Context: an optimization exercise on an open-source flow, tuned for a short achievable clock period and few clock cycles per item. The choices shown serve that exercise and are no tape-out recipe.
At most, simulation tests tie the RTL to the original design; equivalence was not proved.
No functional check of the RTL was part of runs 1 to 3 and 7.
No driver is modelled on the clock port, so clocking that relies on it looks cheaper here than on a real chip.
Power and IR drop assume default switching activity.

==> design/flow/design.v <==
package rx_cap_pkg;
  typedef enum logic [1:0] {
    IDLE,
    ARM,
    BURST,
    FLUSH
  } state_t;
  localparam int CNT_W = 16;
  function automatic logic [CNT_W-1:0] sat_inc(
    input logic [CNT_W-1:0] v
  );
    sat_inc = (&v) ? v : v + 1'b1;
  endfunction
endpackage
module rx_cap_fifo #(
  parameter int DEPTH = 10,
  parameter int WIDTH = 32
) (
  input  logic             clk,
  input  logic             rst_n,
  input  logic             push,
  input  logic [WIDTH-1:0] wdata,
  input  logic             pop,
  output logic [WIDTH-1:0] rdata
);
  logic [WIDTH-1:0] mem [DEPTH];
  logic [DEPTH-1:0] wp;
  logic [DEPTH-1:0] rp;
  always_ff @(posedge clk) begin
    for (int i = 0; i < DEPTH; i++)
      if (wp[i]) mem[i] <= wdata;
  end
  always_comb begin
    rdata = '0;
    for (int i = 0; i < DEPTH; i++)
      rdata = rdata | (mem[i] & {WIDTH{rp[i]}});
  end
  always_ff @(posedge clk or negedge rst_n) begin
    if (!rst_n) begin
      wp <= DEPTH'(1);
      rp <= DEPTH'(1);
    end else begin
      if (push) wp <= {wp[DEPTH-2:0], wp[DEPTH-1]};
      if (pop)  rp <= {rp[DEPTH-2:0], rp[DEPTH-1]};
    end
  end
endmodule
module rx_capture_burst_writer #(
  parameter int SAMPLE_W   = 16,
  parameter int CHANNELS   = 2,
  parameter int ADDR_W     = 32,
  parameter int BURST_LEN  = 8,
  parameter int FIFO_DEPTH = 9,
  localparam int DATA_W    = SAMPLE_W * CHANNELS,
  localparam int BC_W      = $clog2(BURST_LEN) + 1
) (
  input  logic              clk_clk,
  input  logic              reset_reset_n,
  input  logic              start,
  input  logic              stop,
  input  logic [ADDR_W-1:0] cfg_base,
  input  logic [ADDR_W-1:0] cfg_words,
  input  logic              in_valid,
  output logic              in_ready,
  input  logic [DATA_W-1:0] in_data,
  output logic [ADDR_W-1:0] avm_address,
  output logic              avm_write,
  output logic [DATA_W-1:0] avm_writedata,
  output logic [BC_W-1:0]   avm_burstcount,
  input  logic              avm_waitrequest,
  output logic              busy,
  output logic [ADDR_W-1:0] wr_ptr,
  output logic [rx_cap_pkg::CNT_W-1:0]  wrap_count,
  output logic              overflow,
  output logic [rx_cap_pkg::CNT_W-1:0]  drop_count
);
  localparam int BSH = $clog2(DATA_W / 8);
  localparam int WA  = ADDR_W - BSH;
  localparam int LW  = $clog2(BURST_LEN);
  logic              idle;         
  logic              enabled;      
  logic              stop_pend;    
  logic [FIFO_DEPTH-1:0] fill;     
  logic              grp;          
  logic [LW-1:0]     part;         
  logic [BC_W-1:0]   beats_left;   
  logic              cur_last;     
  logic [WA-1:0]     base_w;       
  logic [BSH-1:0]    base_lo;      
  logic [ADDR_W-1:0] words_q;
  logic [ADDR_W-1:0] words_m2;     
  logic              words_one;    
  logic              wrap_nx;      
  logic [WA-1:0]     waddr;        
  logic [DATA_W-1:0] head;
  logic              start_ev;
  logic              push;
  logic              beat;
  logic              slot;
  logic              carry;
  logic              full;
  logic              issue;
  logic              load;
  logic              next_write;
  logic              done;
  logic [BC_W-1:0]   len;
  logic [WA-1:0]     waddr_next;
  logic              fill_ok;
  assign overflow   = 1'b0;
  assign drop_count = '0;
  assign start_ev   = start & idle;
  assign push       = in_valid & in_ready;
  assign beat       = avm_write & ~avm_waitrequest;
  assign slot       = ~avm_write | (beat & cur_last);
  assign carry      = push & (&part);
  assign full       = grp | carry;
  assign issue      = slot & (full | (stop_pend & (part != '0)));
  assign len        = full ? BC_W'(BURST_LEN) : BC_W'(part);
  assign load       = issue | (beat & ~cur_last);
  assign next_write = issue | (avm_write & ~(beat & cur_last));
  assign done       = stop_pend & ~grp & (part == '0) & slot;
  assign waddr_next = wrap_nx ? base_w : waddr + 1'b1;
  always_comb begin
    if (push & ~load)      fill_ok = ~fill[FIFO_DEPTH-3];
    else if (~push & load) fill_ok = 1'b1;
    else                   fill_ok = ~fill[FIFO_DEPTH-2];
  end
  rx_cap_fifo #(
    .DEPTH (FIFO_DEPTH),
    .WIDTH (DATA_W)
  ) u_fifo (
    .clk   (clk_clk),
    .rst_n (reset_reset_n),
    .push  (push),
    .wdata (in_data),
    .pop   (load),
    .rdata (head)
  );
  always_ff @(posedge clk_clk or negedge reset_reset_n) begin
    if (!reset_reset_n) begin
      busy       <= 1'b0;
      idle       <= 1'b1;
      enabled    <= 1'b0;
      in_ready   <= 1'b0;
      stop_pend  <= 1'b0;
      fill       <= '0;
      grp        <= 1'b0;
      part       <= '0;
      beats_left <= '0;
      cur_last   <= 1'b0;
      avm_write  <= 1'b0;
    end else begin
      busy      <= start_ev | (busy & ~done);
      idle      <= ~start_ev & (idle | done);
      enabled   <= start_ev | (enabled & ~stop);
      in_ready  <= start_ev | (enabled & ~stop & fill_ok);
      stop_pend <= (stop_pend | (stop & ~idle)) & ~done;
      if (push & ~load)      fill <= {fill[FIFO_DEPTH-2:0], 1'b1};
      else if (~push & load) fill <= {1'b0, fill[FIFO_DEPTH-1:1]};
      grp       <= full & ~slot;
      if (issue & ~full)  part <= '0;
      else if (push)      part <= part + 1'b1;
      if (issue) begin
        beats_left <= len;
        cur_last   <= (len == BC_W'(1));
      end else if (beat) begin
        beats_left <= beats_left - 1'b1;
        cur_last   <= (beats_left == BC_W'(2));
      end
      avm_write <= next_write;
    end
  end
  always_ff @(posedge clk_clk or negedge reset_reset_n) begin
    if (!reset_reset_n) begin
      avm_writedata <= '0;
    end else if (!next_write) begin
      avm_writedata <= '0;
    end else if (load) begin
      avm_writedata <= head;
    end
  end
  always_ff @(posedge clk_clk) begin
    if (issue) begin
      avm_burstcount <= len;
      avm_address    <= {(beat ? waddr_next : waddr), base_lo};
    end
  end
  always_ff @(posedge clk_clk) begin
    words_m2 <= words_q - ADDR_W'(2);
    if (idle) begin
      base_w    <= cfg_base[ADDR_W-1:BSH];
      base_lo   <= cfg_base[BSH-1:0];
      words_q   <= cfg_words;
      words_one <= (cfg_words == ADDR_W'(1));
      wrap_nx   <= (cfg_words == ADDR_W'(1));
      waddr     <= cfg_base[ADDR_W-1:BSH];
    end else if (beat) begin
      waddr   <= waddr_next;
      wrap_nx <= wrap_nx ? words_one : (wr_ptr == words_m2);
    end
  end
  always_ff @(posedge clk_clk or negedge reset_reset_n) begin
    if (!reset_reset_n) begin
      wr_ptr     <= '0;
      wrap_count <= '0;
    end else if (start_ev) begin
      wr_ptr     <= '0;
      wrap_count <= '0;
    end else if (beat) begin
      if (wrap_nx) begin
        wr_ptr     <= '0;
        wrap_count <= rx_cap_pkg::sat_inc(wrap_count);
      end else begin
        wr_ptr <= wr_ptr + 1'b1;
      end
    end
  end
endmodule
==> design/flow/run.sh <==
#!/bin/bash
# synth_recipe.tcl (not shown) runs the flow's synth.tcl, then flattens the netlist and writes it again
# the make line also repeats each setting of config.mk as NAME=value (left out here)
make -C /OpenROAD-flow-scripts/flow DESIGN_CONFIG=/design/flow/config.mk WORK_HOME=/design/flow/orfs CLKGATE_MAP_FILE= SYNTH_SCRIPT=/design/flow/synth_recipe.tcl finish
==> design/flow/config.mk <==
export PLATFORM = sky130hd
export DESIGN_NAME = rx_capture_burst_writer
export DESIGN_NICKNAME = rx_capture_burst_writer
export VERILOG_FILES = /design/flow/design.v
export SDC_FILE = /design/flow/constraint.sdc
export NUM_CORES = 4
export LEC_CHECK = 0
export ABC_CLOCK_PERIOD_IN_PS = 2000
export CAP_MARGIN = 20
export CORE_MARGIN = 2
export CORE_UTILIZATION = 40
export SETUP_SLACK_MARGIN = 3.6
export SLEW_MARGIN = 20
export TNS_END_PERCENT = 100
==> design/flow/constraint.sdc <==
create_clock -name core_clock -period 5.5 [get_ports {clk_clk}]
set_input_delay 1.1000 -clock core_clock [delete_from_list [all_inputs] [get_ports {clk_clk}]]
set_output_delay 1.1000 -clock core_clock [all_outputs]
set_load 0.01 [all_outputs]
==> flow_summary.ini, run 1 <==
[routing]
wl_per_cell_um = 22.8
dr_total_vias = 16342
via_per_inst = 5.59
drc_errors = 0
wirelength_mm = 66.7
drtAntennaViolNets = 0
first_pass_iters = 6
drtIter0Drc = 1622

[floorplanning]
core_area_mm2 = 0.0565
die_area_mm2 = 0.0592
std_cell_rows = 87
initial_utilization_pct = 40.5
pin_count = 238
fp.dieH_um = 243
die_w_um = 243

[worst_hold_path]
hold_path_class = flop to flop

[critical_path]
path_class = flop to primary output
crit_path_start_kind = flop
slowest_delay_ns = 0.47
path_delay_family = flip-flops
timing.rr.start = wr_ptr[13]
worstPathCellList = buf_6
cp_max_fo = 1
r2r-end = wr_ptr[21]
crit_buf_inv = 1
worstPathRequired_ns = 4.40
crit_path_start = avm_burstcount[3]
crit_slowest_cell = edfxtp_1
cp.depth = 1
endpoint_kind = primary output
worstRegToRegCells = 8
r2r_slack_ns = 3.32
endpoint = avm_burstcount[3]
cp.arrival_ns = 1.24

[synthesis]
synthFlopType = edfxtp_1
synth-edff-count = 390
netlist_area_mm2 = 0.0229
avgSynthCellArea_um2 = 13.6
synthCells = 1684
yosysMostFrequentCell = edfxtp_1
async_flop_share_pct = 21.3
netlist_top_cells_count = edfxtp_1, nand2_1, dfrtp_1
ys_top_cells_by_area = edfxtp_1, dfrtp_1, dfxtp_1
synth_top_area_cell = edfxtp_1
synth_seq_cells = 574
synth_top_area_share_pct = 51.2
seq_area_frac_synth_pct = 69.9
synth_cell_types = 72
yosys_warnings = 3

[cells_and_area]
stdcell_area_mm2 = 0.0314
fin_nets = 2230
drive_above_1_share_pct = 35.6
num-fill-cells = 4510
syn_to_final_growth_pct = 37.3
n_antenna_cell = 0

[grt]
grt_antenna_before_repair = 5
grt_use_met1_pct = 28.4
grt_pass1_vias = 16205
use_met2_pct = 37.1
grt_usage_pct = 21.8
use_met3_pct = 3.62
busiest_layer = met2
grt_pass1_wl_mm = 98.8
grt_max_degree = 86
overflow = 0

[sta]
tns_ns = 0
slew_headroom_pct = 35.6
fin_crit_sh_pct = 42.6
hold_viol_final = 0
clock_skew_ns = 0.0380
rsz0062_at_grt = yes
final_max_slew_viol_count = 0
fmax_mhz = 427
timing_worst_slew_pin_value_ns = 0.966
setup_viol = 0
fin_crit_ns = 2.34

[clocking]
ctsHoldBuffers = 0
cts_root_buf = clkbuf_16
tritoncts = yes
insertion_delay_ns = 0.64
clkSinkCount = 574
cts.clk_slew.worst_paths_ns = 0.06
htree_levels = 2
clockBufferDepth = 3
cts_buffers = 59

[placed_design]
place_area_mm2 = 0.0262
place_hpwl_mm = 34.7
place_congestion = 0.829
io_buffers = 220

[power]
irDropWorstVdd_mv = 0.267
p_per_area_mw_per_mm2 = 435
p_leak_nw = 11.7

[run_status]
status = complete, no violations

[run]
maxCapViolations = 0
## worst min path at each step
stage,start,end,slack (ns),cells after the start
CTS,words_q[0],words_m2[0],0.35,0
global route,words_q[0],words_m2[0],0.36,0
floorplan,words_q[0],words_m2[0],0.32,0
detailed placement,words_q[0],words_m2[0],0.34,0
finish,words_q[0],words_m2[0],0.35,0
global placement,words_q[0],words_m2[0],0.33,0
## per-layer routing
metal  part of all wire [%]  wire, um
met1                     40     26700
met2                     50     33500
met3                    7.3      4860
met4                    2.4      1610
met5                  0.085        57
## sequential cells by signal, indices dropped and copies added (netlist names), 2 cells and up
register and cells:
part 3, u_fifo.mem 288, base_w 30, words_m2 32, fill 9, u_fifo.rp 9
avm_writedata 32, u_fifo.wp 9, avm_address 32, beats_left 4, base_lo 2, wr_ptr 32
waddr 30, words_q 32, avm_burstcount 4, wrap_count 16
## power breakdown
part / switching, mW / internal (mW)
Combinational: 2.03 / 1.81
Sequential: 0.421 / 5.27
Clock: 1.69 / 2.43
## layout make-up
type                            instances  area, um^2  area share [%]
Inverter                               27         125           0.398
Sequential cell                       574       16100            51.4
Tap cell                              756         946            3.01
Clock buffer                           83        1640            5.23
Multi-Input combinational cell        993        7730            24.6
Timing Repair Buffer                  462        4440            14.1
Clock inverter                         29         398            1.27
## worst reg2reg max path: stages, from the launching register on
cell	delay (ns)
dfrtp_2	0.42
buf_6	0.11
buf_6	0.08
buf_6	0.12
inv_4	0.04
or4_4	0.55
or3_4	0.34
or3_4	0.33
a21oi_2	0.11
## stage by stage
stage	hold WS, ns	util, %	total power [mW]	std cells	setup WS, ns
floorplan	0.323	-	7.30	1700	3.02
global placement	0.331	46.3	8.02	2582	1.80
detailed placement	0.336	46.3	8.08	2582	1.71
CTS	0.349	53.3	13.2	2843	3.14
global route	0.355	55.6	14.2	2924	3.11
finish	0.348	55.6	13.7	2924	3.16
## cells by family (layout without fill, tap and decap cells)
logic type	Yosys count	count (layout)	synth area share (%)
compound gates	331	331	10.2
xor+xnor	88	88	3.37
fa+ha+maj	11	11	0.601
buf+inv	138	601	2.56
flops	574	574	69.9
mux	55	55	2.61
other cells	1	17	0.0164
simple gates	486	491	10.7
## cells in the final DEF (no fill, tap or decap), types with 12 or more instances in the layout
cell type        count
a21oi_2             14
a21oi_1             23
o21ai_1             29
inv_1               22
buf_12              17
or3_1               12
o21ai_2             29
mux2_2              25
o31ai_1             12
nand3_1             65
edfxtp_1           390
a221oi_1            33
dfrtp_1             76
buf_2               60
o21ai_0             18
dfxtp_4             15
dfrtp_2             40
dlygate4sd2_1       13
mux2i_1             15
dfxtp_1             42
conb_1              17
nand2_2             17
clkdlybuf4s50_1     82
mux2_4              12
buf_4              178
clkinv_2            12
a222oi_1            32
clkbuf_16           61
clkbuf_1            15
nand2_1            108
xnor2_1             52
a22oi_1             67
nor2_1              81
nor3_1              13
nand4_1             35
buf_6               89
xor2_1              33
buf_16              12
## what timing repair did
action | in CTS | in global routing
setup endpoints to repair | 360 | 277
pin swaps | 48 | 83
buffers inserted | 134 | 77
cloned | 15 | 3
resized for setup | 794 | 176
==> run 2: changes to the inputs <==
--- a/design/flow/design.v
+++ b/design/flow/design.v
@@ -78,6 +78,10 @@
   localparam int WA  = ADDR_W - BSH;
   localparam int LW  = $clog2(BURST_LEN);
   logic              idle;         
+  logic              rdy_n;        
+  logic              wr_n;         
+  logic [ADDR_W-1:0] addr_q;       
+  logic [BC_W-1:0]   bc_q;         
   logic              enabled;      
   logic              stop_pend;    
   logic [FIFO_DEPTH-1:0] fill;     
@@ -87,7 +91,6 @@
   logic              cur_last;     
   logic [WA-1:0]     base_w;       
   logic [BSH-1:0]    base_lo;      
-  logic [ADDR_W-1:0] words_q;
   logic [ADDR_W-1:0] words_m2;     
   logic              words_one;    
   logic              wrap_nx;      
@@ -109,15 +112,15 @@
   assign overflow   = 1'b0;
   assign drop_count = '0;
   assign start_ev   = start & idle;
-  assign push       = in_valid & in_ready;
-  assign beat       = avm_write & ~avm_waitrequest;
-  assign slot       = ~avm_write | (beat & cur_last);
+  assign push       = in_valid & ~rdy_n;
+  assign beat       = ~wr_n & ~avm_waitrequest;
+  assign slot       = wr_n | (beat & cur_last);
   assign carry      = push & (&part);
   assign full       = grp | carry;
   assign issue      = slot & (full | (stop_pend & (part != '0)));
   assign len        = full ? BC_W'(BURST_LEN) : BC_W'(part);
   assign load       = issue | (beat & ~cur_last);
-  assign next_write = issue | (avm_write & ~(beat & cur_last));
+  assign next_write = issue | (~wr_n & ~(beat & cur_last));
   assign done       = stop_pend & ~grp & (part == '0) & slot;
   assign waddr_next = wrap_nx ? base_w : waddr + 1'b1;
   always_comb begin
@@ -142,6 +145,8 @@
       idle       <= 1'b1;
       enabled    <= 1'b0;
       in_ready   <= 1'b0;
+      rdy_n      <= 1'b1;
+      wr_n       <= 1'b1;
       stop_pend  <= 1'b0;
       fill       <= '0;
       grp        <= 1'b0;
@@ -150,10 +155,11 @@
       cur_last   <= 1'b0;
       avm_write  <= 1'b0;
     end else begin
-      busy      <= start_ev | (busy & ~done);
+      busy      <= start_ev | (~idle & ~done);
       idle      <= ~start_ev & (idle | done);
       enabled   <= start_ev | (enabled & ~stop);
       in_ready  <= start_ev | (enabled & ~stop & fill_ok);
+      rdy_n     <= ~start_ev & ~(enabled & ~stop & fill_ok);
       stop_pend <= (stop_pend | (stop & ~idle)) & ~done;
       if (push & ~load)      fill <= {fill[FIFO_DEPTH-2:0], 1'b1};
       else if (~push & load) fill <= {1'b0, fill[FIFO_DEPTH-1:1]};
@@ -168,6 +174,7 @@
         cur_last   <= (beats_left == BC_W'(2));
       end
       avm_write <= next_write;
+      wr_n      <= ~next_write;
     end
   end
   always_ff @(posedge clk_clk or negedge reset_reset_n) begin
@@ -181,16 +188,17 @@
   end
   always_ff @(posedge clk_clk) begin
     if (issue) begin
-      avm_burstcount <= len;
-      avm_address    <= {(beat ? waddr_next : waddr), base_lo};
-    end
+      bc_q   <= len;
+      addr_q <= {(beat ? waddr_next : waddr), base_lo};
+    end
+    avm_burstcount <= issue ? len : bc_q;
+    avm_address    <= issue ? {(beat ? waddr_next : waddr), base_lo} : addr_q;
   end
   always_ff @(posedge clk_clk) begin
-    words_m2 <= words_q - ADDR_W'(2);
     if (idle) begin
       base_w    <= cfg_base[ADDR_W-1:BSH];
       base_lo   <= cfg_base[BSH-1:0];
-      words_q   <= cfg_words;
+      words_m2  <= cfg_words - ADDR_W'(2);
       words_one <= (cfg_words == ADDR_W'(1));
       wrap_nx   <= (cfg_words == ADDR_W'(1));
       waddr     <= cfg_base[ADDR_W-1:BSH];
--- a/design/flow/config.mk
+++ b/design/flow/config.mk
@@ -9,6 +9,8 @@
 export CAP_MARGIN = 20
 export CORE_MARGIN = 2
 export CORE_UTILIZATION = 40
+export CTS_CLUSTER_DIAMETER = 80
+export CTS_CLUSTER_SIZE = 20
 export SETUP_SLACK_MARGIN = 3.6
 export SLEW_MARGIN = 20
 export TNS_END_PERCENT = 100
==> run 2 against run 1 <==
  * First-iteration DRC count down 11%
  * Fmax fell by 6.9%
  * Clock skew shrank 0.011 ns
  * Final area decreased by 2.6%
  * Register-to-register slack about the same
==> flow_summary.ini, run 2 <==
[run_status]
status = complete, no violations

[routing]
wirelength_mm = 67.9
drtAntennaViolNets = 0
drc_errors = 0
via_per_inst = 5.64
wl_per_cell_um = 23.8
first_pass_iters = 6
drtIter0Drc = 1436
dr_total_vias = 16097

[clocking]
cts_root_buf = clkbuf_16
tritoncts = yes
cts.clk_slew.worst_paths_ns = 0.08
clkSinkCount = 544
cts_buffers = 36
clockBufferDepth = 3
htree_levels = 2
ctsHoldBuffers = 0
insertion_delay_ns = 0.59

[sta]
tns_ns = 0
fin_crit_sh_pct = 45.7
slew_headroom_pct = 24.4
setup_viol = 0
hold_viol_final = 0
fmax_mhz = 398
timing_worst_slew_pin_value_ns = 1.13
fin_crit_ns = 2.51
final_max_slew_viol_count = 0
clock_skew_ns = 0.0274
worst_slack_ns = 2.99
rsz0062_at_grt = yes

[synthesis]
synth_top_area_share_pct = 52.5
synth_seq_cells = 544
synth_cell_types = 76
yosys_warnings = 3
netlist_top_cells_count = edfxtp_1, dfrtp_1, nand2_1
yosysMostFrequentCell = edfxtp_1
synth_top_area_cell = edfxtp_1
synthCells = 1648
netlist_area_mm2 = 0.0223
seq_area_frac_synth_pct = 69.1
async_flop_share_pct = 22.8
synth-edff-count = 390
synthFlopType = edfxtp_1
ys_top_cells_by_area = edfxtp_1, dfrtp_1, dfxtp_1
avgSynthCellArea_um2 = 13.5

[critical_path]
path_delay_family = simple AND/OR/NAND/NOR gates
cp.depth = 7
worstRegToRegCells = 10
crit_slowest_cell = or4_4
crit_path_start_kind = input pin
cp.arrival_ns = 2.84
worstPathCellList = buf_6, or4_4, nand2b_4, or4_4, buf_6, nor3_4, xor2_1
slowest_delay_ns = 0.57
crit_buf_inv = 2
path_class = input pin to flop
cp_max_fo = 4
worstPathRequired_ns = 5.82
endpoint_kind = flop

[cells_and_area]
largest_reg_flops = 288
drive_above_1_share_pct = 39.1
final_cell_mix = edfxtp_1, buf_4, buf_6
syn_to_final_growth_pct = 37.2
multiInputGateArea_mm2 = 0.00826
stdcell_area_mm2 = 0.0306
regArea_mm2 = 0.0156
final_common_cell = edfxtp_1
num-fill-cells = 4545
fin_nets = 2191
regMostFlops = u_fifo.mem

[power]
p_per_area_mw_per_mm2 = 383
irDropWorstVdd_mv = 0.206
p_leak_nw = 11.3

[floorplanning]
die_w_um = 240
std_cell_rows = 86
core_area_mm2 = 0.0551
die_area_mm2 = 0.0577
pin_count = 238
initial_utilization_pct = 40.5
fp.dieH_um = 240

[placed_design]
place_area_mm2 = 0.0260
dpl_worst_slack_ns = 1.77
place_congestion = 0.816
io_buffers = 220
place_hpwl_mm = 36.2

[grt]
grt_pass1_wl_mm = 98.9
grt_usage_pct = 22.9
grt_antenna_before_repair = 6
grt_max_degree = 52
overflow = 0
grt_pass1_vias = 15641

[run]
maxCapViolations = 0

[worst_hold_path]
hold_path_class = flop to flop
hold_depth = 0
==> run 2: cell types whose count changed after synthesis, sizes merged, moves of 6 or more <==
cell,previous run,this run
nor2,93,107
o31ai,14,7
and3,17,8
nor3,28,36
nand4,36,23
a211oi,2,15
buf,29,35
nand2,129,116
o21ai,76,67
dfxtp,62,30
==> run 2: metal layers <==
metal	track usage (%)	vias to the layer above	share of wire [%]
met5	0	-	0.084
met4	6.63	8	2.7
met3	4.29	131	7.7
met2	35.5	637	46
met1	33.0	8131	43
li1	-	7190	-
==> run 2: worst register-to-register path: cells and delay by family, from the launching register on <==
kind                       cells  cell delay, ns
AOI/OAI and AO/OA              3            0.55
adders and majority gates      3            0.69
buffers and inverters          3            0.42
DFF                            1            0.41
and+or+nand+nor                1            0.05
==> run 2: layout make-up <==
cell class,instances,area share [%]
Sequential cell,544,50.9
Inverter,27,0.364
Multi-Input combinational cell,983,27.0
Antenna cell,2,0.0163
Clock inverter,10,0.400
Timing Repair inverter,1,0.0204
Timing Repair Buffer,485,14.9
Tap cell,748,3.06
Clock buffer,56,3.40
==> run 2: worst paths after layout <==
check,start,end,slack [ns]
worst max register to register,part[1],fill[0],3.33
worst min-delay path,base_lo[1],addr_q[1],0.42
max in group asynchronous,reset_reset_n,u_fifo.rp[8],3.88
worst min register to register,base_lo[1],addr_q[1],0.42
min in group asynchronous,reset_reset_n,wr_ptr[11],0.46
worst max-delay path,cfg_words[12],words_m2[26],2.99
==> run 2: kinds of logic after synthesis <==
group / synth area share [%]
muxes: 2.65
DFF: 69.1
buffers and inverters: 2.73
xor gates and xnor gates: 3.49
other: 0.0168
and+or+nand+nor: 10.6
adders and majority gates: 0.616
AOI/OAI and AO/OA: 10.9
==> run 2: repair_timing <==
| action | in CTS | in global routing |
|---|---|---|
| gates resized for setup | 904 | 117 |
| gates cloned | 17 | 3 |
| buffers inserted | 187 | 50 |
| pin swaps | 82 | 75 |
| setup endpoints to repair | 408 | 298 |
==> run 2: stage by stage <==
step / hold WS [ns] / total power [mW] / util [%] / instances
5_1_grt: 0.437 / 12.2 / 55.6 / 2856
3_5_place_dp: 0.405 / 7.69 / 47.2 / 2531
2_1_floorplan: 0.400 / 6.97 / - / 1664
3_3_place_gp: 0.403 / 7.64 / 47.2 / 2531
6_report: 0.425 / 11.7 / 55.6 / 2856
4_1_cts: 0.426 / 11.5 / 53.8 / 2801
==> run 2: power by group <==
part | total, mW | internal [mW] | switching, mW
Clock | 2.83 | 1.36 | 1.47
Sequential | 5.33 | 4.94 | 0.390
Combinational | 3.58 | 1.69 | 1.89
==> run 3: changes to the inputs <==
--- a/design/flow/config.mk
+++ b/design/flow/config.mk
@@ -9,8 +9,6 @@
 export CAP_MARGIN = 20
 export CORE_MARGIN = 2
 export CORE_UTILIZATION = 40
-export CTS_CLUSTER_DIAMETER = 80
-export CTS_CLUSTER_SIZE = 20
 export SETUP_SLACK_MARGIN = 3.6
 export SLEW_MARGIN = 20
 export TNS_END_PERCENT = 100
==> run 3 against run 2 <==
  * Synthesized cell count is the same
  * Non-clock buffer count shrank 17
  * Still clean
  * Clock power grew 36%
  * Sequential share of layout area shrank 1.2 points
==> flow_summary.ini, run 3 <==
[routing]
drc_errors = 0
drtAntennaViolNets = 0
via_per_inst = 5.61
first_pass_iters = 5
dr_total_vias = 16148
wirelength_mm = 67.6
wl_per_cell_um = 23.5
drtIter0Drc = 1690

[power]
p_per_area_mw_per_mm2 = 410
irDropWorstVdd_mv = 0.272
p_leak_nw = 11.7
p_total_mw = 12.9

[critical_path]
endpoint_kind = flop
path_delay_family = simple AND/OR/NAND/NOR gates
worstPathCellList = buf_6, or4_4, nand2b_4, or4_4, buf_12, nor4_4, a311o_1
crit_buf_inv = 2
crit_slowest_cell = or4_4
timing.rr.start = part[0]
path_class = input pin to flop
cp.arrival_ns = 2.99
crit_path_start_kind = input pin
cp_max_fo = 4
crit_path_start = cfg_words[12]
worstPathRequired_ns = 5.98
cp_common_cell = or4_4
r2r_slack_ns = 3.27
slowest_delay_ns = 0.58

[run_status]
status = complete, no violations

[clocking]
clkSinkCount = 544
insertion_delay_ns = 0.64
ctsHoldBuffers = 0
htree_levels = 2
cts_buffers = 57
tritoncts = yes
cts_root_buf = clkbuf_16
clockBufferDepth = 3
cts.clk_slew.worst_paths_ns = 0.06

[cells_and_area]
fin_nets = 2195
stdcell_area_mm2 = 0.0314
final_cell_mix = edfxtp_1, buf_4, buf_6
largest_reg_flops = 288
regMostFlops = u_fifo.mem
syn_to_final_growth_pct = 40.5
drive_above_1_share_pct = 39.7
n_antenna_cell = 0
final_common_cell = edfxtp_1

[grt]
grt_antenna_before_repair = 4
grt_pass1_wl_mm = 99.2
grt_pass1_vias = 15763
overflow = 0
grt_usage_pct = 23.0
grt_max_degree = 52

[placed_design]
place_congestion = 0.816
place_hpwl_mm = 36.2
dpl_worst_slack_ns = 1.77
io_buffers = 220
place_area_mm2 = 0.0260

[run]
maxCapViolations = 0

[sta]
hold_viol_final = 0
timing_worst_slew_pin_value_ns = 1.13
tns_ns = 0
fmax_mhz = 398
final_max_slew_viol_count = 0
slew_headroom_pct = 24.9
fin_crit_sh_pct = 45.7
setup_viol = 0
clock_skew_ns = 0.0320
rsz0062_at_grt = yes
worst_slack_ns = 2.99
fin_crit_ns = 2.51

[synthesis]
netlist_area_mm2 = 0.0223
synth_top_area_cell = edfxtp_1
synthCells = 1648
async_flop_share_pct = 22.8
ys_top_cells_by_area = edfxtp_1, dfrtp_1, dfxtp_1
synthFlopType = edfxtp_1
synth_cell_types = 76
netlist_top_cells_count = edfxtp_1, dfrtp_1, nand2_1
avgSynthCellArea_um2 = 13.5
synth_top_area_share_pct = 52.5
seq_area_frac_synth_pct = 69.1
yosys_warnings = 3
synth-edff-count = 390
synth_seq_cells = 544
yosysMostFrequentCell = edfxtp_1

[floorplanning]
std_cell_rows = 86
die_w_um = 240
pin_count = 238
core_area_mm2 = 0.0551
initial_utilization_pct = 40.5
fp.dieH_um = 240
die_area_mm2 = 0.0577

[worst_hold_path]
holdCritStartpoint = base_lo[1]
hold_path_class = flop to flop
-- run 3: cell families (layout without fill, tap and decap cells) --
kind of cell	count (synthesis)	count (layout)	synth area share, %
other	1	17	0.0168
DFF	544	544	69.1
adders and majority gates	11	11	0.616
buffers and inverters	143	604	2.73
xor gates and xnor gates	89	89	3.49
AOI/OAI and AO/OA	334	334	10.9
and+or+nand+nor	471	477	10.6
muxes	55	55	2.65
-- run 3: worst reg2reg max path, delay by kind of cell (launching register included) --
family / cells / cell delay (ns)
AND/OR/NAND/NOR: 1 / 0.05
adder cells (fa/ha/maj): 3 / 0.63
flip-flops: 1 / 0.40
AO/OA/AOI/OAI: 3 / 0.51
buffers and inverters: 4 / 0.52
-- run 3: area by class of cell --
class                      count  area (um^2)
clock buffer                  88         1690
clock inverter                20          215
fill                        4493        23700
inverter                      27          111
multi-input combinational    983         8330
sequential                   544        15600
tap                          748          936
timing repair buffer         468         4500
timing repair inverter         1         16.3
-- run 3: through the flow --
stage / utilization, % / std cells / hold slack (ns)
after floorplan: - / 1664 / 0.400
after global placement: 47.2 / 2531 / 0.403
after detailed placement: 47.2 / 2531 / 0.405
after CTS: 55.0 / 2836 / 0.419
after global routing: 56.9 / 2879 / 0.428
final: 56.9 / 2879 / 0.418
-- run 3: routing by layer --
| metal | up-vias | GRT usage [%] | wire length, um |
|---|---|---|---|
| met3 | 134 | 4.94 | 5080 |
| met5 | - | 0 | 50 |
| met4 | 8 | 6.14 | 1910 |
| met1 | 8186 | 33.2 | 29600 |
| li1 | 7224 | - | - |
| met2 | 596 | 35.0 | 31000 |
-- run 3: path summary, 6_finish.rpt --
path                       cells past startpoint       endpoint
min in group asynchronous                      1  beats_left[0]
max reg2reg                                   11        fill[6]
min                                            0      addr_q[1]
max in group asynchronous                      2   u_fifo.rp[5]
min reg2reg                                    0      addr_q[1]
max                                            7        wrap_nx
-- run 3: power by group --
part	internal, mW	switching (mW)
sequential	4.94	0.379
combinational	1.76	1.91
clock	2.22	1.64
-- run 3: repair_timing --
item                                    in CTS  in global routing
setup buffers                              180                 40
pin swaps                                   84                 75
endpoints found under the setup margin     407                310
resized for setup                          897                150
gates cloned                                17                  3
==> run 4: changes to the inputs <==
--- a/design/flow/design.v
+++ b/design/flow/design.v
@@ -80,8 +80,8 @@
   logic              idle;         
   logic              rdy_n;        
   logic              wr_n;         
-  logic [ADDR_W-1:0] addr_q;       
-  logic [BC_W-1:0]   bc_q;         
+  logic [ADDR_W-1:0] addr_n;       
+  logic [BC_W-1:0]   bc_n;         
   logic              enabled;      
   logic              stop_pend;    
   logic [FIFO_DEPTH-1:0] fill;     
@@ -91,6 +91,7 @@
   logic              cur_last;     
   logic [WA-1:0]     base_w;       
   logic [BSH-1:0]    base_lo;      
+  logic [ADDR_W-1:0] words_q;
   logic [ADDR_W-1:0] words_m2;     
   logic              words_one;    
   logic              wrap_nx;      
@@ -188,17 +189,18 @@
   end
   always_ff @(posedge clk_clk) begin
     if (issue) begin
-      bc_q   <= len;
-      addr_q <= {(beat ? waddr_next : waddr), base_lo};
-    end
-    avm_burstcount <= issue ? len : bc_q;
-    avm_address    <= issue ? {(beat ? waddr_next : waddr), base_lo} : addr_q;
+      bc_n   <= ~len;
+      addr_n <= ~{(beat ? waddr_next : waddr), base_lo};
+    end
+    avm_burstcount <= issue ? len : ~bc_n;
+    avm_address    <= issue ? {(beat ? waddr_next : waddr), base_lo} : ~addr_n;
   end
   always_ff @(posedge clk_clk) begin
+    words_m2 <= words_q - ADDR_W'(2);
     if (idle) begin
       base_w    <= cfg_base[ADDR_W-1:BSH];
       base_lo   <= cfg_base[BSH-1:0];
-      words_m2  <= cfg_words - ADDR_W'(2);
+      words_q   <= cfg_words;
       words_one <= (cfg_words == ADDR_W'(1));
       wrap_nx   <= (cfg_words == ADDR_W'(1));
       waddr     <= cfg_base[ADDR_W-1:BSH];
==> run 4 against run 3 <==
  * Die area increased by 6.4%
  * Area after synthesis grew 6.5%
  * Still clean
  * Clock power up 13%
  * First-iteration DRC count is 3.5% lower
  * Clock skew shrank 0.0064 ns
  * Highest routed layer unchanged
  * Largest cell class unchanged
  * Total power is 24% higher
  * Non-clock buffer count grew 48
  * Sequential cell count grew 68
  * Routed wire length increased by 8.5%
  * Global-route usage is essentially flat
  * Final area up 8.3%
  * Worst hold slack got worse by 0.072 ns
==> flow_summary.ini, run 4 <==
[run_status]
status = complete, no violations

[floorplanning]
pin_count = 238
core_area_mm2 = 0.0589
std_cell_rows = 89
fp.dieH_um = 248
initial_utilization_pct = 40.3
die_area_mm2 = 0.0614
die_w_um = 248

[cells_and_area]
multiInputGateArea_mm2 = 0.00835
largest_reg_flops = 288
num-fill-cells = 4523
fin_nets = 2340
syn_to_final_growth_pct = 42.9
drive_above_1_share_pct = 39.5
final_common_cell = edfxtp_1
regArea_mm2 = 0.0169
regMostFlops = u_fifo.mem
final_cell_mix = edfxtp_1, buf_4, buf_6

[worst_hold_path]
hold_path_class = flop to flop
min_to = words_m2[0]
holdCritStartpoint = words_q[0]
hold_depth = 0

[critical_path]
cp.arrival_ns = 1.23
cp_max_fo = 2
worstPathCellList = buf_2
worstRegToRegCells = 6
endpoint_kind = primary output
timing.rr.start = waddr[0]
crit_slowest_cell = dfrtp_1
r2r-end = avm_address[28]
path_class = flop to primary output
cp.depth = 1
crit_path_start_kind = flop
crit_buf_inv = 1
worstPathRequired_ns = 4.40
path_delay_family = flip-flops
slowest_delay_ns = 0.44
r2r_slack_ns = 3.37
crit_path_start = avm_writedata[24]

[grt]
grt_antenna_before_repair = 7
grt_usage_pct = 23.0
overflow = 0
grt_pass1_wl_mm = 105
grt_max_degree = 92
grt_pass1_vias = 16649

[sta]
hold_viol_final = 0
fin_crit_ns = 2.33
worst_slack_ns = 3.17
timing_worst_slew_pin_value_ns = 1.02
fmax_mhz = 430
hold_slack_ns = 0.345
clock_skew_ns = 0.0256
tns_ns = 0
final_max_slew_viol_count = 0
setup_viol = 0
rsz0062_at_grt = yes
fin_crit_sh_pct = 42.3
slew_headroom_pct = 32.0

[synthesis]
synth_top_area_cell = edfxtp_1
synth-edff-count = 390
synthFlopType = edfxtp_1
synth_top_area_share_pct = 49.3
ys_top_cells_by_area = edfxtp_1, dfrtp_1, dfxtp_1
yosysMostFrequentCell = edfxtp_1
synth_seq_cells = 612
seq_area_frac_synth_pct = 70.6
netlist_top_cells_count = edfxtp_1, dfrtp_1, nor2_1
async_flop_share_pct = 20.3
avgSynthCellArea_um2 = 13.8
yosys_warnings = 3
netlist_area_mm2 = 0.0238
synthCells = 1726
synth_cell_types = 74

[routing]
wirelength_mm = 73.3
wl_met2_mm = 36.1
dr_wl_met3_mm = 5.26
drtIter0Drc = 1631
wl_per_cell_um = 24.0
m1WireLength_mm = 29.8
via_per_inst = 5.68
highest_layer = met5
first_pass_iters = 5
drc_errors = 0
dr_total_vias = 17354
drtAntennaViolNets = 0

[placed_design]
place_hpwl_mm = 36.4
dpl_worst_slack_ns = 1.51
place_congestion = 0.831
io_buffers = 220

[clocking]
htree_levels = 3
insertion_delay_ns = 0.61
clockBufferDepth = 3
tritoncts = yes
cts_root_buf = clkbuf_16
cts.clk_slew.worst_paths_ns = 0.06
clkSinkCount = 612
cts_buffers = 66

[power]
irDropWorstVdd_mv = 0.295
p_per_area_mw_per_mm2 = 468
p_leak_nw = 12.6

[run]
maxCapViolations = 0
==> run 4: cell count changes after synthesis, moves of 15 or more <==
cell / before / now
xnor2_1: 57 / 39
nand4_1: 21 / 40
mux2i_1: 22 / 39
mux2_2: 33 / 18
a211oi_1: 15 / 36
xor2_1: 32 / 48
dfxtp_1: 30 / 98
==> run 4: area by class of cell <==
class	count	area share, %
Sequential cell	612	49.9
Multi-Input combinational cell	993	24.6
Timing Repair Buffer	516	15.7
Clock buffer	91	5.32
Tap cell	773	2.85
Clock inverter	29	0.958
Inverter	34	0.446
Timing Repair inverter	4	0.232
Antenna cell	5	0.0368
==> run 4: worst register-to-register path, stage by stage (launching register included) <==
cell     delay (ns)
dfxtp_4        0.38
ha_4           0.14
nand4_1        0.10
or4_4          0.56
or4_4          0.52
a31oi_4        0.21
mux2i_1        0.10
==> run 4: layer usage <==
metal,global-route usage [%],vias up
met5,0,-
met4,7.68,6
met3,4.16,142
met2,37.6,735
met1,31.0,8788
li1,-,7683
==> run 4: kinds of logic after synthesis <==
family                   synth area share (%)
multiplexers                             2.50
AO/OA/AOI/OAI                            10.6
AND/OR/NAND/NOR                          9.96
flip-flops                               70.6
other                                  0.0158
adder cells (fa/ha/maj)                 0.579
buffers and inverters                    2.56
XOR/XNOR                                 3.21
==> run 4: how the worst max path moves through the flow <==
stage | end | slack, ns
final | avm_writedata[24] | 3.17
after global placement | u_fifo.rp[8] | 1.57
after global routing | avm_writedata[23] | 3.15
after detailed placement | u_fifo.rp[6] | 1.51
after CTS | wr_ptr[17] | 3.16
after floorplan | fill[7] | 2.68
==> run 4: repair_timing <==
| item | CTS | global route |
|---|---|---|
| gates resized for setup | 897 | 170 |
| endpoints found under the hold margin | 0 | 0 |
| hold buffers | 0 | 0 |
| setup buffers | 177 | 81 |
| pin swaps | 63 | 97 |
| cloned | 29 | 3 |
| endpoints found under the setup margin | 422 | 367 |
==> run 4: metrics by stage <==
step / area, um^2 / util [%] / power (mW) / instances
3_3_place_gp: 27400 / 46.5 / 9.09 / 2642
4_1_cts: 32500 / 55.1 / 15.3 / 2968
6_report: 34000 / 57.6 / 15.9 / 3057
2_1_floorplan: 24900 / - / 8.11 / 1742
3_5_place_dp: 27400 / 46.5 / 9.18 / 2642
5_1_grt: 34000 / 57.6 / 16.5 / 3056
==> run 4: where the power goes <==
part	internal, mW	leakage, nW	switching [mW]
sequential	5.66	5.93	0.537
combinational	2.59	5.60	2.73
clock	2.52	1.04	1.85
Testbench counts of run 4, summed over its fixed seeds: cycles 19,879, samples 19,015.
==> run 5: changes to the inputs <==
==> design/flow/flow/run.sh (new file) <==
#!/bin/bash
set -euo pipefail
export POST_CTS_TCL="$PWD/flow/drop_root.tcl"
bash standard.sh > standard_make.log 2>&1
==> design/flow/flow/drop_root.tcl (new file) <==
set block [ord::get_db_block]
set port_net [[$block findBTerm clk_clk] getNet]
set port_loads [$port_net getITerms]
if {[llength $port_loads] == 1} {
  set root [[lindex $port_loads 0] getInst]
  set master [[$root getMaster] getName]
  set out_net ""
  foreach it [$root getITerms] {
    if {[$it isOutputSignal]} { set out_net [$it getNet] }
  }
  if {[string match "sky130_fd_sc_hd__clkbuf_*" $master] && $out_net ne ""} {
    set sinks {}
    set all_bufs 1
    foreach it [$out_net getITerms] {
      if {[$it getInst] eq $root} { continue }
      lappend sinks $it
      if {![string match "sky130_fd_sc_hd__clkbuf_*" [[[$it getInst] getMaster] getName]]} {
        set all_bufs 0
      }
    }
    if {[llength $sinks] >= 1 && [llength $sinks] <= 4 && $all_bufs} {
      foreach it $sinks {
        $it disconnect
        $it connect $port_net
      }
      puts "drop_root: removed [$root getName], port drives [llength $sinks] buffers"
      odb::dbInst_destroy $root
      odb::dbNet_destroy $out_net
    } else {
      puts "drop_root: root [$root getName] drives [llength $sinks] sinks, kept"
    }
  }
}
==> design/flow/standard.sh (new file) <==
#!/bin/bash
# synth_recipe.tcl (not shown) runs the flow's synth.tcl, then flattens the netlist and writes it again
# the make line also repeats each setting of config.mk as NAME=value (left out here)
make -C /OpenROAD-flow-scripts/flow DESIGN_CONFIG=/design/flow/config.mk WORK_HOME=/design/flow/orfs CLKGATE_MAP_FILE= SYNTH_SCRIPT=/design/flow/synth_recipe.tcl "${@:-finish}"
removed: design/flow/run.sh
==> run 5 against run 4 <==
  * Still clean
  * Worst setup slack did not move
  * Sequential share of layout area did not move
  * Non-clock buffer count did not move
  * Area after synthesis did not move
  * Worst hold slack did not move
  * Count of clock-buffer cells in the layout did not move
  * Critical path depth did not move
  * First-iteration DRC count did not move
  * Combinational power barely moved
  * Sequential power barely moved
  * Largest cell class unchanged
==> flow_summary.ini, run 5 <==
[run_status]
status = complete, no violations

[critical_path]
endpoint_kind = primary output
cp.arrival_ns = 1.23
cp_max_fo = 2
slowest_delay_ns = 0.44
r2r_slack_ns = 3.37
crit_slowest_cell = dfrtp_1
path_delay_family = flip-flops
timing.rr.start = waddr[0]
cp.depth = 1
worstPathRequired_ns = 4.40
worstRegToRegCells = 6
path_class = flop to primary output
r2r-end = avm_address[28]
crit_buf_inv = 1
crit_path_start_kind = flop
worstPathCellList = buf_2

[synthesis]
ys_top_cells_by_area = edfxtp_1, dfrtp_1, dfxtp_1
synth_cell_types = 74
synth-adder-area-share_pct = 0.579
yosys_warnings = 3
synthSimpleGateAreaFrac_pct = 9.96
synth_seq_cells = 612
synthMuxAreaShare_pct = 2.50
avgSynthCellArea_um2 = 13.8
synthCells = 1726
synthFlopType = edfxtp_1
netlist_area_mm2 = 0.0238
synth_top_family_by_area = compound AO/OA/AOI/OAI gates
seq_area_frac_synth_pct = 70.6
synth_top_area_cell = edfxtp_1
synth_compound_area_share_pct = 10.6
synth-xor-area-share_pct = 3.21
synth-edff-count = 390
async_flop_share_pct = 20.3
synth_top_area_share_pct = 49.3
netlist_top_cells_count = edfxtp_1, dfrtp_1, nor2_1
yosysMostFrequentCell = edfxtp_1

[grt]
grt_pass1_vias = 16649
grt_usage_pct = 23.0
grt_antenna_before_repair = 7
overflow = 0
grt_pass1_wl_mm = 105
grt_max_degree = 92

[worst_hold_path]
min_to = words_m2[0]
hold_path_class = flop to flop
hold_depth = 0
holdCritStartpoint = words_q[0]

[placed_design]
place_congestion = 0.831
dp.cells = 2642
place_hpwl_mm = 36.4
io_buffers = 220

[floorplanning]
die_w_um = 248
fp.dieH_um = 248
initial_utilization_pct = 40.3
std_cell_rows = 89
core_area_mm2 = 0.0589
die_area_mm2 = 0.0614
pin_count = 238

[routing]
wirelength_mm = 73.3
drtIter0Drc = 1631
drc_errors = 0
dr_total_vias = 17354
via_per_inst = 5.68
drtAntennaViolNets = 0
first_pass_iters = 5
wl_per_cell_um = 24.0

[cells_and_area]
regMostFlops = u_fifo.mem
syn_to_final_growth_pct = 42.9
largest_reg_flops = 288
final_util_pct = 57.6
fin_nets = 2340
final_cell_mix = edfxtp_1, buf_4, buf_6
finalNonFillerCells = 3057
final_common_cell = edfxtp_1
drive_above_1_share_pct = 39.5

[clocking]
cts.clk_slew.worst_paths_ns = 0.06
clkSinkCount = 612
tritoncts = yes
insertion_delay_ns = 0.61

[sta]
timing_worst_slew_pin_value_ns = 1.02
tns_ns = 0
fin_crit_ns = 2.33
fmax_mhz = 430
final_max_slew_viol_count = 0
slew_headroom_pct = 32.0
rsz0062_at_grt = yes
hold_slack_ns = 0.345
setup_viol = 0
fin_crit_sh_pct = 42.3
clock_skew_ns = 0.0256
hold_viol_final = 0

[power]
p_per_area_mw_per_mm2 = 468
irDropWorstVdd_mv = 0.295
p_leak_nw = 12.6
p_total_mw = 15.9

[run]
maxCapViolations = 0
run 5: cell counts in the layout (fill, tap and decap cells not counted):
No cell type changed its count.
run 5: metal layers:
layer,vias up,wire [um],GRT usage (%),share of wire [%]
met5,-,33,0,0.045
met4,6,2110,7.68,2.9
met3,142,5260,4.16,7.2
met2,735,36100,37.6,49
met1,8788,29800,31.0,41
li1,7683,-,-,-
run 5: how the worst max path moves through the flow:
stage / slack, ns / endpoint / from
finish: 3.17 / avm_writedata[24] / avm_writedata[24]
global route: 3.15 / avm_writedata[23] / avm_writedata[23]
detailed placement: 1.51 / u_fifo.rp[6] / avm_waitrequest
global placement: 1.57 / u_fifo.rp[8] / avm_waitrequest
floorplan: 2.68 / fill[7] / in_valid
run 5: kinds of logic (layout without fill, tap and decap cells):
group                    Yosys count  in the layout
XOR/XNOR                          87             87
flip-flops                       612            612
multiplexers                      57             57
AO/OA/AOI/OAI                    348            348
AND/OR/NAND/NOR                  466            473
other                              1             22
adder cells (fa/ha/maj)           11             11
buffers and inverters            144            674
run 5: metrics by stage:
| stage | setup WS [ns] | cell area [um^2] |
|---|---|---|
| detailed placement | 1.51 | 27400 |
| floorplan | 2.68 | 24900 |
| finish | 3.17 | 34000 |
| global route | 3.15 | 34000 |
| global placement | 1.57 | 27400 |
run 5: cell type report:
| class | count | area (um^2) |
|---|---|---|
| Sequential cell | 612 | 16900 |
| Tap cell | 773 | 967 |
| Timing Repair Buffer | 516 | 5330 |
| Clock inverter | 29 | 325 |
| Timing Repair inverter | 4 | 78.8 |
| Fill cell | 4523 | 24900 |
| Clock buffer | 91 | 1810 |
| Multi-Input combinational cell | 993 | 8350 |
| Inverter | 34 | 151 |
| Antenna cell | 5 | 12.5 |
run 5: report_power, final:
group	total, mW	switching, mW	leakage [nW]	internal, mW
Clock	4.37	1.85	1.04	2.52
Combinational	5.32	2.73	5.60	2.59
Sequential	6.20	0.537	5.93	5.66
Total	15.9	5.12	12.6	10.8
==> run 6: changes to the inputs <==
--- a/design/flow/config.mk
+++ b/design/flow/config.mk
@@ -9,6 +9,8 @@
 export CAP_MARGIN = 20
 export CORE_MARGIN = 2
 export CORE_UTILIZATION = 40
+export CTS_CLUSTER_DIAMETER = 80
+export CTS_CLUSTER_SIZE = 20
 export SETUP_SLACK_MARGIN = 3.6
 export SLEW_MARGIN = 20
 export TNS_END_PERCENT = 100
==> run 6 against run 5 <==
  * Largest power group unchanged
  * Worst setup slack worse by 0.0027 ns
  * Non-clock buffer count up 2
  * Still clean
  * Via count is 0.78% lower
==> flow_summary.ini, run 6 <==
[run_status]
status = complete, no violations

[grt]
grt_pass1_vias = 16217
grt_usage_pct = 22.3
grt_pass1_wl_mm = 103
grt_max_degree = 92
grt_antenna_before_repair = 6
overflow = 0

[floorplanning]
initial_utilization_pct = 40.3
pin_count = 238
core_area_mm2 = 0.0589
die_w_um = 248
die_area_mm2 = 0.0614
fp.dieH_um = 248
std_cell_rows = 89

[synthesis]
synth_top_area_share_pct = 49.3
synth-edff-count = 390
synthCells = 1726
seq_area_frac_synth_pct = 70.6
yosysMostFrequentCell = edfxtp_1
avgSynthCellArea_um2 = 13.8
synth_top_area_cell = edfxtp_1
netlist_area_mm2 = 0.0238
ys_top_cells_by_area = edfxtp_1, dfrtp_1, dfxtp_1
synthFlopType = edfxtp_1
netlist_top_cells_count = edfxtp_1, dfrtp_1, nor2_1
synth_seq_cells = 612
async_flop_share_pct = 20.3
yosys_warnings = 3
synth_cell_types = 74

[critical_path]
r2r_slack_ns = 3.25
endpoint_kind = flop
path_class = input pin to flop
crit_path_start_kind = input pin
cp.arrival_ns = 2.67
cp_max_fo = 6
worstPathRequired_ns = 5.85
timing.rr.start = waddr[0]
worstRegToRegCells = 7
crit_path_start = in_valid
r2r-end = avm_address[28]

[sta]
rsz0062_at_grt = yes
setup_viol = 0
fmax_mhz = 429
fin_crit_ns = 2.33
hold_slack_ns = 0.360
tns_ns = 0
hold_viol_final = 0
timing_worst_slew_pin_value_ns = 1.06
clock_skew_ns = 0.0325
fin_crit_sh_pct = 42.3
slew_headroom_pct = 29.6
final_max_slew_viol_count = 0

[placed_design]
io_buffers = 220
place_hpwl_mm = 36.4
place_congestion = 0.831

[clocking]
cts.clk_slew.worst_paths_ns = 0.09
clkSinkCount = 612
insertion_delay_ns = 0.42
tritoncts = yes

[worst_hold_path]
hold_path_class = flop to flop
hold_depth = 0
min_to = words_m2[0]
holdCritStartpoint = words_q[0]

[cells_and_area]
largest_reg_flops = 288
final_common_cell = edfxtp_1
final_cell_mix = edfxtp_1, buf_4, buf_6
regMostFlops = u_fifo.mem
fin_nets = 2316
drive_above_1_share_pct = 39.5
syn_to_final_growth_pct = 40.4

[power]
p_comb_share_pct = 36.7
switching_share_pct = 33.4
irDropWorstVdd_mv = 0.345
p_leak_nw = 12.3
p_clk_share_pct = 20.7
p_int_mw = 9.69
p_per_area_mw_per_mm2 = 436
p_sw_mw = 4.85
p_total_mw = 14.5
p_seq_share_pct = 42.6

[routing]
dr_total_vias = 17219
drtIter0Drc = 1714
via_per_inst = 5.72
wirelength_mm = 72.7
drc_errors = 0
first_pass_iters = 7
wl_per_cell_um = 24.1
drtAntennaViolNets = 0

[run]
maxCapViolations = 0
## run 6: power by group through the flow
stage                     Sequential [mW]  Clock, mW  Combinational [mW]
after floorplan                      6.22          0                1.88
after global placement               6.26          0                2.83
after detailed placement             6.27          0                2.91
after global routing                 6.25       3.22                5.63
final                                6.19       3.02                5.33
## run 6: stage by stage
step / std cells / instance area [um^2] / setup slack, ns / utilization (%)
2_1_floorplan: 1742 / 24900 / 2.68 / -
3_3_place_gp: 2642 / 27400 / 1.57 / 46.5
3_5_place_dp: 2642 / 27400 / 1.51 / 46.5
5_1_grt: 3010 / 33400 / 3.14 / 56.6
6_report: 3011 / 33400 / 3.17 / 56.7
## run 6: layer usage
layer  vias up  share of wire [%]  track usage [%]
met5         -              0.048                0
met2       732                 49             36.8
li1       7602                  -                -
met1      8732                 41             30.7
met4         6                2.9             5.67
met3       147                7.4             3.63
## run 6: worst max-delay path by stage
stage	to	slack (ns)	depth (start not counted)
finish	avm_writedata[6]	3.17	10
global route	avm_writedata[6]	3.14	10
detailed placement	u_fifo.rp[6]	1.51	6
global placement	u_fifo.rp[8]	1.57	6
floorplan	fill[7]	2.68	10
## run 6: area by class of cell
class                   instances  area [um^2]
fillers                      4582        25500
flip-flops and latches        612        16900
multi-input cells             996         8610
repair buffers                518         5420
clock buffers                  60         1040
well taps                     773          967
clock inverters                11          186
inverters                      34          151
repair inverters                3         43.8
diodes                          4         10.0
## run 6: worst max-delay path, stage by stage
cell	delay, ns
buf_6	0.09
nor2b_4	0.13
a221oi_4	0.33
o22ai_4	0.13
buf_12	0.15
buf_12	0.12
buf_12	0.15
buf_12	0.13
buf_16	0.13
a211oi_2	0.20
## run 6: cells by family (layout without fill, tap and decap cells)
kind of cell,count (synthesis),in the layout,share of synthesized area (%)
and+or+nand+nor,466,476,9.96
xor gates and xnor gates,87,87,3.21
DFF,612,612,70.6
adders and majority gates,11,11,0.579
muxes,57,57,2.50
buffers and inverters,144,626,2.56
other,1,21,0.0158
AOI/OAI and AO/OA,348,348,10.6
==> run 7: changes to the inputs <==
--- a/design/flow/design.v
+++ b/design/flow/design.v
@@ -80,6 +80,8 @@
   logic              idle;         
   logic              rdy_n;        
   logic              wr_n;         
+  logic              wr_last;      
+  logic              wr_mid;       
   logic [ADDR_W-1:0] addr_n;       
   logic [BC_W-1:0]   bc_n;         
   logic              enabled;      
@@ -87,8 +89,10 @@
   logic [FIFO_DEPTH-1:0] fill;     
   logic              grp;          
   logic [LW-1:0]     part;         
+  logic              rdy_p7;       
+  logic              sp_nz;        
+  logic              sp_done;      
   logic [BC_W-1:0]   beats_left;   
-  logic              cur_last;     
   logic [WA-1:0]     base_w;       
   logic [BSH-1:0]    base_lo;      
   logic [ADDR_W-1:0] words_q;
@@ -96,39 +100,62 @@
   logic              words_one;    
   logic              wrap_nx;      
   logic [WA-1:0]     waddr;        
+  logic [WA-1:0]     wn;           
   logic [DATA_W-1:0] head;
   logic              start_ev;
   logic              push;
   logic              beat;
   logic              slot;
-  logic              carry;
   logic              full;
   logic              issue;
   logic              load;
   logic              next_write;
   logic              done;
+  logic              fill_ok;
   logic [BC_W-1:0]   len;
-  logic [WA-1:0]     waddr_next;
-  logic              fill_ok;
+  logic              len_one;
+  logic [ADDR_W-1:0] addr_new;
+  logic              wrap_nn;      
+  logic [WA-1:0]     wn_beat;      
+  logic [WA-1:0]     wn_hold;      
+  logic [ADDR_W-1:0] ptr_inc;      
+  logic [LW-1:0]     part_next;
+  logic              cur_last_next;
+  logic              stop_pend_next;
   assign overflow   = 1'b0;
   assign drop_count = '0;
   assign start_ev   = start & idle;
   assign push       = in_valid & ~rdy_n;
   assign beat       = ~wr_n & ~avm_waitrequest;
-  assign slot       = wr_n | (beat & cur_last);
-  assign carry      = push & (&part);
-  assign full       = grp | carry;
-  assign issue      = slot & (full | (stop_pend & (part != '0)));
+  assign slot       = wr_n | (wr_last & ~avm_waitrequest);
+  assign full       = grp | (in_valid & rdy_p7);
+  assign issue      = slot & (full | sp_nz);
+  assign load       = issue | (wr_mid & ~avm_waitrequest);
+  assign next_write = issue | wr_mid | (wr_last & avm_waitrequest);
+  assign done       = sp_done & slot;
   assign len        = full ? BC_W'(BURST_LEN) : BC_W'(part);
-  assign load       = issue | (beat & ~cur_last);
-  assign next_write = issue | (~wr_n & ~(beat & cur_last));
-  assign done       = stop_pend & ~grp & (part == '0) & slot;
-  assign waddr_next = wrap_nx ? base_w : waddr + 1'b1;
+  assign len_one    = ~grp & (part == LW'(1));
+  assign addr_new   = {(wr_n ? waddr : wn), base_lo};
+  assign wrap_nn    = wrap_nx ? words_one : (wr_ptr == words_m2);
+  assign wn_beat    = wrap_nn ? base_w : wn + 1'b1;
+  assign wn_hold    = wrap_nx ? base_w : waddr + 1'b1;
+  assign ptr_inc    = wrap_nx ? '0 : wr_ptr + 1'b1;
   always_comb begin
     if (push & ~load)      fill_ok = ~fill[FIFO_DEPTH-3];
     else if (~push & load) fill_ok = 1'b1;
     else                   fill_ok = ~fill[FIFO_DEPTH-2];
   end
+  always_comb begin
+    if (issue & ~full) part_next = '0;
+    else if (push)     part_next = part + 1'b1;
+    else               part_next = part;
+  end
+  always_comb begin
+    if (issue)     cur_last_next = len_one;
+    else if (beat) cur_last_next = (beats_left == BC_W'(2));
+    else           cur_last_next = wr_last;
+  end
+  assign stop_pend_next = (stop_pend | (stop & ~idle)) & ~done;
   rx_cap_fifo #(
     .DEPTH (FIFO_DEPTH),
     .WIDTH (DATA_W)
@@ -147,35 +174,38 @@
       enabled    <= 1'b0;
       in_ready   <= 1'b0;
       rdy_n      <= 1'b1;
+      avm_write  <= 1'b0;
       wr_n       <= 1'b1;
+      wr_last    <= 1'b0;
+      wr_mid     <= 1'b0;
       stop_pend  <= 1'b0;
       fill       <= '0;
       grp        <= 1'b0;
       part       <= '0;
+      rdy_p7     <= 1'b0;
+      sp_nz      <= 1'b0;
+      sp_done    <= 1'b0;
       beats_left <= '0;
-      cur_last   <= 1'b0;
-      avm_write  <= 1'b0;
     end else begin
       busy      <= start_ev | (~idle & ~done);
       idle      <= ~start_ev & (idle | done);
       enabled   <= start_ev | (enabled & ~stop);
       in_ready  <= start_ev | (enabled & ~stop & fill_ok);
       rdy_n     <= ~start_ev & ~(enabled & ~stop & fill_ok);
-      stop_pend <= (stop_pend | (stop & ~idle)) & ~done;
+      avm_write <= next_write;
+      wr_n      <= ~next_write;
+      wr_last   <= next_write & cur_last_next;
+      wr_mid    <= next_write & ~cur_last_next;
+      stop_pend <= stop_pend_next;
       if (push & ~load)      fill <= {fill[FIFO_DEPTH-2:0], 1'b1};
       else if (~push & load) fill <= {1'b0, fill[FIFO_DEPTH-1:1]};
       grp       <= full & ~slot;
-      if (issue & ~full)  part <= '0;
-      else if (push)      part <= part + 1'b1;
-      if (issue) begin
-        beats_left <= len;
-        cur_last   <= (len == BC_W'(1));
-      end else if (beat) begin
-        beats_left <= beats_left - 1'b1;
-        cur_last   <= (beats_left == BC_W'(2));
-      end
-      avm_write <= next_write;
-      wr_n      <= ~next_write;
+      part      <= part_next;
+      rdy_p7    <= (start_ev | (enabled & ~stop & fill_ok)) & (part_next == LW'(BURST_LEN - 1));
+      sp_nz     <= stop_pend_next & (part_next != '0);
+      sp_done   <= stop_pend_next & ~(full & ~slot) & (part_next == '0);
+      if (issue)     beats_left <= len;
+      else if (beat) beats_left <= beats_left - 1'b1;
     end
   end
   always_ff @(posedge clk_clk or negedge reset_reset_n) begin
@@ -190,13 +220,14 @@
   always_ff @(posedge clk_clk) begin
     if (issue) begin
       bc_n   <= ~len;
-      addr_n <= ~{(beat ? waddr_next : waddr), base_lo};
+      addr_n <= ~addr_new;
     end
     avm_burstcount <= issue ? len : ~bc_n;
-    avm_address    <= issue ? {(beat ? waddr_next : waddr), base_lo} : ~addr_n;
+    avm_address    <= issue ? addr_new : ~addr_n;
   end
   always_ff @(posedge clk_clk) begin
     words_m2 <= words_q - ADDR_W'(2);
+    wn       <= beat ? wn_beat : wn_hold;
     if (idle) begin
       base_w    <= cfg_base[ADDR_W-1:BSH];
       base_lo   <= cfg_base[BSH-1:0];
@@ -205,8 +236,8 @@
       wrap_nx   <= (cfg_words == ADDR_W'(1));
       waddr     <= cfg_base[ADDR_W-1:BSH];
     end else if (beat) begin
-      waddr   <= waddr_next;
-      wrap_nx <= wrap_nx ? words_one : (wr_ptr == words_m2);
+      waddr   <= wn;
+      wrap_nx <= wrap_nn;
     end
   end
   always_ff @(posedge clk_clk or negedge reset_reset_n) begin
@@ -217,12 +248,8 @@
       wr_ptr     <= '0;
       wrap_count <= '0;
     end else if (beat) begin
-      if (wrap_nx) begin
-        wr_ptr     <= '0;
-        wrap_count <= rx_cap_pkg::sat_inc(wrap_count);
-      end else begin
-        wr_ptr <= wr_ptr + 1'b1;
-      end
+      wr_ptr <= ptr_inc;
+      if (wrap_nx) wrap_count <= rx_cap_pkg::sat_inc(wrap_count);
     end
   end
 endmodule
==> run 7 against run 6 <==
  * Register-to-register slack worse by 0.09 ns
  * Critical path type unchanged
  * Non-clock buffer count fell by 38
  * Cell count increased by 4.0%
  * Combinational power up 0.8%
  * Sequential power increased by 13%
  * Worst hold slack improved by 0.053 ns
  * Clock skew up 0.0059 ns
  * Highest routed layer unchanged
  * Worst setup slack worse by 0.017 ns
  * First-iteration DRC count down 20%
  * Still clean
  * Routed wire length is 0.19% higher
  * Critical path depth is 2 higher
==> flow_summary.ini, run 7 <==
[cells_and_area]
regMostFlops = u_fifo.mem
stdcell_area_mm2 = 0.0339
finalNonFillerCells = 3130
final_cell_mix = edfxtp_1, buf_4, nor2_1
syn_to_final_growth_pct = 32.7
final_util_pct = 53.8
final_common_cell = edfxtp_1
largest_reg_flops = 288
fin_nets = 2365
n_antenna_cell = 0
num-fill-cells = 5228
drive_above_1_share_pct = 32.7

[floorplanning]
initial_utilization_pct = 40.5
die_area_mm2 = 0.0659
core_area_mm2 = 0.0631
die_w_um = 257
pin_count = 238
std_cell_rows = 92
fp.dieH_um = 257

[critical_path]
crit_path_start = in_valid
crit_path_start_kind = input pin
path_delay_family = compound AO/OA/AOI/OAI gates
timing.rr.start = words_q[14]
worstPathCellList = buf_8, a21oi_4, inv_2, o21ai_4, clkinv_4, a21o_4, inv_4, ha_4, nor3b_4, a2111oi_4, nor2_2, nor3_2
r2r-end = words_m2[31]
worstRegToRegCells = 7
r2r_slack_ns = 3.16
endpoint_kind = flop
path_class = input pin to flop
crit_slowest_cell = a2111oi_4
cp_max_fo = 4
slowest_delay_ns = 0.28
worstPathRequired_ns = 5.84
cp.arrival_ns = 2.68
crit_buf_inv = 4
cp.depth = 12

[grt]
grt_pass1_vias = 16708
grt_antenna_before_repair = 3
grt_usage_pct = 20.6
grt_max_degree = 74
grt_pass1_wl_mm = 104
overflow = 0

[routing]
wl_met2_mm = 36.3
wirelength_mm = 72.8
dr_total_vias = 17032
first_pass_iters = 5
via_per_inst = 5.44
dr_wl_met3_mm = 4.44
m1WireLength_mm = 30.5
wl_per_cell_um = 23.3
drc_errors = 0
drtAntennaViolNets = 0
drtIter0Drc = 1370
highest_layer = met5

[placed_design]
place_congestion = 0.823
dp.cells = 2809
place_hpwl_mm = 38.1
place_area_mm2 = 0.0291
io_buffers = 220

[synthesis]
synth_seq_cells = 646
synth_cell_types = 76
avgSynthCellArea_um2 = 14.1
synth-edff-count = 420
ys_top_cells_by_area = edfxtp_1, dfrtp_1, dfxtp_1
netlist_top_cells_count = edfxtp_1, nor2_1, dfrtp_1
synth_top_area_share_pct = 49.3
async_flop_share_pct = 19.8
yosys_warnings = 3
synthCells = 1813
synth_top_area_cell = edfxtp_1
seq_area_frac_synth_pct = 69.6
synthFlopType = edfxtp_1
yosysMostFrequentCell = edfxtp_1
netlist_area_mm2 = 0.0256

[power]
p_total_mw = 15.4
p_leak_nw = 12.8
irDropWorstVdd_mv = 0.238
p_per_area_mw_per_mm2 = 454

[clocking]
tritoncts = yes
clkSinkCount = 646
cts.clk_slew.worst_paths_ns = 0.09
insertion_delay_ns = 0.42

[sta]
slew_headroom_pct = 26.0
clock_skew_ns = 0.0384
setup_viol = 0
fin_crit_sh_pct = 42.6
timing_worst_slew_pin_value_ns = 1.11
hold_viol_final = 0
fin_crit_ns = 2.35
final_max_slew_viol_count = 0
fmax_mhz = 426
tns_ns = 0
rsz0062_at_grt = yes

[run]
maxCapViolations = 0

[run_status]
status = complete, no violations

[worst_hold_path]
holdCritStartpoint = addr_n[21]
hold_depth = 1
min_to = avm_address[21]
hold_path_class = flop to flop
[run 7: per-stage QoR]
stage          hold WS [ns]  worst slack (ns)
3_5_place_dp          0.403              1.67
3_3_place_gp          0.383              1.75
5_1_grt               0.414              3.07
2_1_floorplan         0.323              2.64
6_report              0.413              3.15
[run 7: kinds of logic (layout without fill, tap and decap cells)]
| family | after synthesis | after routing | share of synthesized area, % |
|---|---|---|---|
| other | 1 | 17 | 0.0147 |
| and+or+nand+nor | 452 | 457 | 8.78 |
| DFF | 646 | 646 | 69.6 |
| adders and majority gates | 11 | 11 | 0.538 |
| buffers and inverters | 159 | 608 | 2.69 |
| muxes | 117 | 117 | 4.81 |
| AOI/OAI and AO/OA | 283 | 284 | 8.66 |
| xor gates and xnor gates | 144 | 144 | 4.93 |
[run 7: power breakdown]
part	switching, mW	internal (mW)
sequential	0.739	6.26
clock	1.60	1.43
combinational	2.66	2.71
total	5.01	10.4
[run 7: worst max-delay path by stage]
| stage | slack, ns | to |
|---|---|---|
| after floorplan | 2.64 | rdy_p7 |
| after global placement | 1.75 | u_fifo.rp[2] |
| after detailed placement | 1.67 | rdy_p7 |
| after global routing | 3.07 | words_m2[30] |
| final | 3.15 | rdy_p7 |
[run 7: metal layers]
metal | up-vias | GRT usage (%)
met5 | - | 0
met3 | 97 | 2.99
met4 | 6 | 5.07
met2 | 596 | 34.8
li1 | 7719 | -
met1 | 8614 | 28.1
[run 7: layout make-up]
class	count	area (um^2)	area share, %
Inverter	55	224	0.660
Sequential cell	646	17900	52.7
Multi-Input combinational cell	1030	8520	25.1
Clock inverter	10	133	0.391
Tap cell	846	1060	3.12
Timing Repair Buffer	480	5040	14.9
Clock buffer	63	1070	3.15

static timing again, ports no longer ideal:
The results above use ideal ports. As a check the final layouts listed here were re-extracted and re-timed, cells and wires unchanged. Step 1 assumes that a clkbuf_16 drives the clock port and a buf_2 every other input. Step 2 moves the port delays by t, midway between the first and last clock arrival at a register: inputs arrive t later, outputs are due t later. That takes back most of the time a late clock gives input paths. a / b / c = ideal ports / drivers / drivers and shift; a / b = the first two.
run | t (ns) | slack for setup (ns) | worst setup path after step 2 | latest minus earliest clock arrival (ns) | cell pins on the clock port's net
run 1 | 0.679 | 3.160 / 3.103 / 2.766 | input to register | 0.042 / 0.043 | 1
run 2 | 0.643 | 2.986 / 2.999 / 2.357 | input to register | 0.028 / 0.027 | 1
run 3 | 0.683 | 2.988 / 3.011 / 2.328 | input to register | 0.034 / 0.035 | 1
run 4 | 0.662 | 3.174 / 3.115 / 2.705 | input to register | 0.029 / 0.028 | 1
run 5 | 0.662 | 3.174 / 3.115 / 2.705 | input to register | 0.029 / 0.028 | 1
run 6 | 0.535 | 3.172 / 3.236 / 2.701 | input to register | 0.039 / 0.040 | 4
run 7 | 0.520 | 3.155 / 3.096 / 2.647 | input to register | 0.042 / 0.043 | 4
After both steps every run listed still meets setup and hold. The setup slack of run 3, which loses most, moves by +0.023 ns with the drivers and by -0.660 ns with both steps.
